This is an optimization exercise on Yosys and OpenROAD, whose aim is a short achievable clock period and few clock cycles per item, not a production implementation.
In this exercise RTL edits were held to simulation tests only and were not proved equivalent to the original.
No activity file was given, so power comes from the tool's default toggle rates.

## before
// rv_core
module rv_core (
  input  logic        clk,
  input  logic        reset_i,
  output logic [31:0] imem_addr_o,
  input  logic [31:0] imem_data_i,
  output logic [31:0] dmem_addr_o,
  output logic [31:0] dmem_wdata_o,
  output logic [3:0]  dmem_wstrb_o,
  output logic        dmem_we_o,
  input  logic [31:0] dmem_rdata_i,
  input  logic        dmem_stall_i,
  output logic        wb_valid_o,
  output logic [4:0]  wb_addr_o,
  output logic [31:0] wb_data_o
);
  localparam logic [6:0] OPC_OP     = 7'b0110011;
  localparam logic [6:0] OPC_OP_IMM = 7'b0010011;
  localparam logic [6:0] OPC_LUI    = 7'b0110111;
  localparam logic [6:0] OPC_AUIPC  = 7'b0010111;
  localparam logic [6:0] OPC_LOAD   = 7'b0000011;
  localparam logic [6:0] OPC_STORE  = 7'b0100011;
  function automatic logic [31:0] rev32(input logic [31:0] v);
    for (int i = 0; i < 32; i++) rev32[i] = v[31-i];
  endfunction
  ...
Size in the first run: roughly 1700 flip-flops, about 210 I/O pins.
clock: 7.5 ns
lec_check: 0
abc_clock_period_in_ps: 2500
cap_margin: 20
core_margin: 2
core_utilization: 40
setup_slack_margin: 4.5
slew_margin: 20
tns_end_percent: 100
run.sh (not shown) runs the stock make flow with config.mk's settings and CLKGATE_MAP_FILE= SYNTH_SCRIPT=/design/flow/synth_recipe.tcl, a recipe that flattens the netlist after the stock synthesis.
Testbench counts of before, summed over its fixed seeds: cycles 11,705, instrs 11,200.
## Diff of input files: after against before
-- flow/design.v --
<<< before, line 237
    if (w_v) regs[w_rd] <= w_data;
  end
  logic [4:0] in_rs1, in_rs2;
  logic [6:0] in_opc;
  logic       in_use1, in_use2;
  logic       h1a, h1b, h2a, h2b;
  assign in_opc  = imem_data_i[6:0];
  assign in_rs1  = imem_data_i[19:15];
  assign in_rs2  = imem_data_i[24:20];
  assign in_use1 = (in_opc == OPC_OP || in_opc == OPC_OP_IMM || in_opc == OPC_LOAD ||
                    in_opc == OPC_STORE) && in_rs1 != 5'd0;
  assign in_use2 = (in_opc == OPC_OP || in_opc == OPC_STORE) && in_rs2 != 5'd0;
  always_ff @(posedge clk) begin
    if (!hold) begin
      h1a <= in_use1 && in_rs1 == d2_rd;
      h1b <= in_use2 && in_rs2 == d2_rd;
      h2a <= use1 && rs1 == d2_rd;
      h2b <= use2 && rs2 == d2_rd;
    end
  end
  logic [31:0] fix1, fix2, base, bsel, agu;
  logic        fwd1, fwd2;
  assign fwd1 = !hold && x_rw && (front ? h2a : h1a);
  assign fwd2 = !hold && x_rw && (front ? h2b : h1b);
  always_comb begin
    fix1 = d2_rf1;
>>> after, line 237
    if (w_v) regs[w_rd] <= w_data;
  end
  logic [31:0] fix1, fix2, base, bsel, agu;
  logic        fwd1, fwd2;
  assign fwd1 = !hold && x_rw && x_rd == (front ? d2_rs1 : rs1) && (front ? d2_use1 : use1);
  assign fwd2 = !hold && x_rw && x_rd == (front ? d2_rs2 : rs2) && (front ? d2_use2 : use2);
  always_comb begin
    fix1 = d2_rf1;
<<< before, line 268
    agu  = ks_add(fix1, d2_imm);
  end
  assign agi = (d2_load | d2_store) && x_rw && h2a;
  always_ff @(posedge clk) begin
    if (reset_i) begin
>>> after, line 250
    agu  = ks_add(fix1, d2_imm);
  end
  assign agi = (d2_load | d2_store) && d2_use1 && x_rw && x_rd == d2_rs1;
  always_ff @(posedge clk) begin
    if (reset_i) begin
<<< before, line 313
  logic        fa, fb, fs;
  logic [31:0] sd;
  assign fa = x_rw && h2a;
  assign fb = d2_op && x_rw && h2b;
  assign fs = d2_store && x_rw && h2b;
  assign sd = fs ? res : fix2;
  always_ff @(posedge clk) begin
>>> after, line 295
  logic        fa, fb, fs;
  logic [31:0] sd;
  assign fa = d2_use1 && x_rw && x_rd == d2_rs1;
  assign fb = d2_op && d2_use2 && x_rw && x_rd == d2_rs2;
  assign fs = d2_store && d2_use2 && x_rw && x_rd == d2_rs2;
  assign sd = fs ? res : fix2;
  always_ff @(posedge clk) begin
Results
Final instance area grows slightly when moving from before to after. The run showing the greater global-route usage is before. Relative to before, count of buffering cells on the critical path with inverters included has increased by 3 in after. In the metrics for before and after, the one carrying the higher synthesis-to-layout area growth is before. after ended up with x_rd[2] as its startpoint of the worst setup timing path; before ended up with d2_rf1[0]. Taking before as the reference point, the register-to-register setup slack of after falls by 0.03 ns. The worst hold slack number comes out higher for after vs before.
Testbench counts of after, summed over its fixed seeds: cycles 11,705, instrs 11,200.


exp/harbor:
rv_core, a different RTL version from the one above (not shown whole).
Size: ~5,900 cells after synthesis, roughly 1,700 flip-flops, about 210 I/O pins, ~81,000 um2 of cells after synthesis.
clock: 7.5 ns
lec_check: 0
abc_clock_period_in_ps: 2500
cap_margin: 20
core_margin: 2
core_utilization: 40
setup_slack_margin: 4.5
slew_margin: 20
tns_end_percent: 100
exp/harbor: PASS, flow complete, no timing, DRC or antenna violations
Testbench counts of exp/harbor, summed over its fixed seeds: cycles 11,705, instrs 11,200.
The following lists how exp/umber was set up differently from exp/harbor:
--- a/flow/design.v
+++ b/flow/design.v
@@ -98,26 +98,32 @@
   endfunction
   function automatic logic [31:0] lanes(input logic [1:0] width, input logic [31:0] v);
     case (width)
       2'b00:   lanes = {4{v[7:0]}};
       2'b01:   lanes = {2{v[15:0]}};
       default: lanes = v;
     endcase
   endfunction
-  function automatic logic [31:0] agu12(input logic [31:0] b, input logic [11:0] off);
-    logic [12:0] lo;
-    logic [19:0] hi;
-    lo = {1'b0, b[11:0]} + {1'b0, off};
-    case ({lo[12], off[11]})
-      2'b10:   hi = b[31:12] + 20'd1;
-      2'b01:   hi = b[31:12] - 20'd1;
-      default: hi = b[31:12];
-    endcase
-    agu12 = {hi, lo[11:0]};
+  function automatic logic [31:0] ks_add(input logic [31:0] a, input logic [31:0] b);
+    logic [31:0] p, g, pp, gg, hp;
+    hp = a ^ b;
+    g  = a & b;
+    p  = a | b;
+    for (int l = 1; l < 32; l = l * 2) begin
+      pp = p;
+      gg = g;
+      for (int j = l; j < 32; j++) begin
+        gg[j] = g[j] | (p[j] & g[j - l]);
+        pp[j] = p[j] & p[j - l];
+      end
+      p = pp;
+      g = gg;
+    end
+    ks_add = hp ^ {g[30:0], 1'b0};
   endfunction
   function automatic logic [3:0] onehot4(input logic [1:0] v);
     onehot4 = 4'b0001 << v;
   endfunction
   function automatic logic [7:0] onehot8(input logic [2:0] v);
     onehot8 = 8'b0000_0001 << v;
   endfunction
   function automatic logic [3:0] strobes(input logic [1:0] width, input logic [1:0] off);
@@ -237,17 +243,17 @@
   assign m2_next = !hold && x_rw && x_rd == (front ? d2_rs2 : rs2) && (front ? d2_use2 : use2);
   always_comb begin
     fix1 = d2_m1 ? m_result : d2_rf1;
     fix2 = d2_m2 ? m_result : d2_rf2;
     if (d2_lui)        base = '0;
     else if (d2_auipc) base = {d2_pc, 2'b00};
     else               base = fix1;
     bsel = d2_op ? fix2 : d2_imm;
-    agu  = d2_m1 ? agu12(m_result, d2_imm[11:0]) : agu12(d2_rf1, d2_imm[11:0]);
+    agu  = d2_m1 ? ks_add(m_result, d2_imm) : ks_add(d2_rf1, d2_imm);
   end
   assign agi = (d2_load | d2_store) && d2_use1 && x_rw && x_rd == d2_rs1;
   always_ff @(posedge clk) begin
     if (reset_i) begin
       d2_rw    <= 1'b0;
       d2_load  <= 1'b0;
       d2_store <= 1'b0;
       d2_use1  <= 1'b0;
@@ -314,17 +320,17 @@
     x_xor    <= !hold && d2_xor;
     x_slt    <= !hold && d2_slt;
     x_sltu   <= !hold && d2_sltu;
     x_sll    <= !hold && d2_sll;
     x_sr     <= !hold && (d2_srl | d2_sra);
     x_sra    <= !hold && d2_sra;
   end
   logic [31:0] addr_k;
-  assign addr_k = agu12(x_base, x_imm[11:0]);
+  assign addr_k = x_base + x_imm;
   always_ff @(posedge clk) begin
     if (pkeep) begin
       x_addr  <= addr_k[31:2];
       x_wdata <= lanes(x_width, x_sd);
       x_strb  <= x_load ? 4'b0000 : strobes(x_width, x_off);
     end else begin
       x_addr  <= agu[31:2];
       x_wdata <= lanes(d2_width, sd);
[summary]
Compared exp/harbor against exp/umber; part of the total power dissipated in the clock network within noise. Compared exp/umber vs exp/harbor, and area of all placed cells without fillers is up in exp/umber. Summary — floorplan die area, exp/umber relative to exp/harbor: higher, by about 2%. Lower required arrival time at the worst endpoint was reported by exp/umber, not exp/harbor. Compared exp/umber vs exp/harbor, and setup slack of the critical path after layout is up in exp/umber. The lower number of signal-net inverters in the final layout of exp/umber and exp/harbor is in exp/harbor.
Testbench counts of exp/umber, summed over its fixed seeds: cycles 11,705, instrs 11,200.

## re-timing with driven ports
The flow's constraints put no driver on any port. The routed layouts listed below were extracted and timed again, unchanged, in two steps.
Step 1: set_driving_cell puts a clkbuf_16 on clk and a buf_2 on each other input, an assumption about the parent block.
Step 2 times the ports against the registers' clock, not the clock port: input delays grow and output delays shrink by t, the midpoint of the rising clock arrivals with the driver on.
a / b / c = ideal ports / drivers / drivers and shift; a / b = the first two.
run	shift t [ns]	slack for setup (ns)	slew at the worst register clock pin (ns)	cell pins on the clock port's net
before	0.911	4.124 / 4.124 / 3.524	0.07 / 0.07	1
after	0.933	4.089 / 4.089 / 3.319	0.07 / 0.07	1
exp/harbor	0.924	2.515 / 2.515 / 2.515	0.07 / 0.07	1
exp/umber	0.935	3.878 / 3.878 / 3.380	0.07 / 0.07	1
After both steps setup and hold are still met in every run listed. The setup slack of after, which loses most, moves by 0.000 ns with the drivers and by -0.770 ns with both steps.
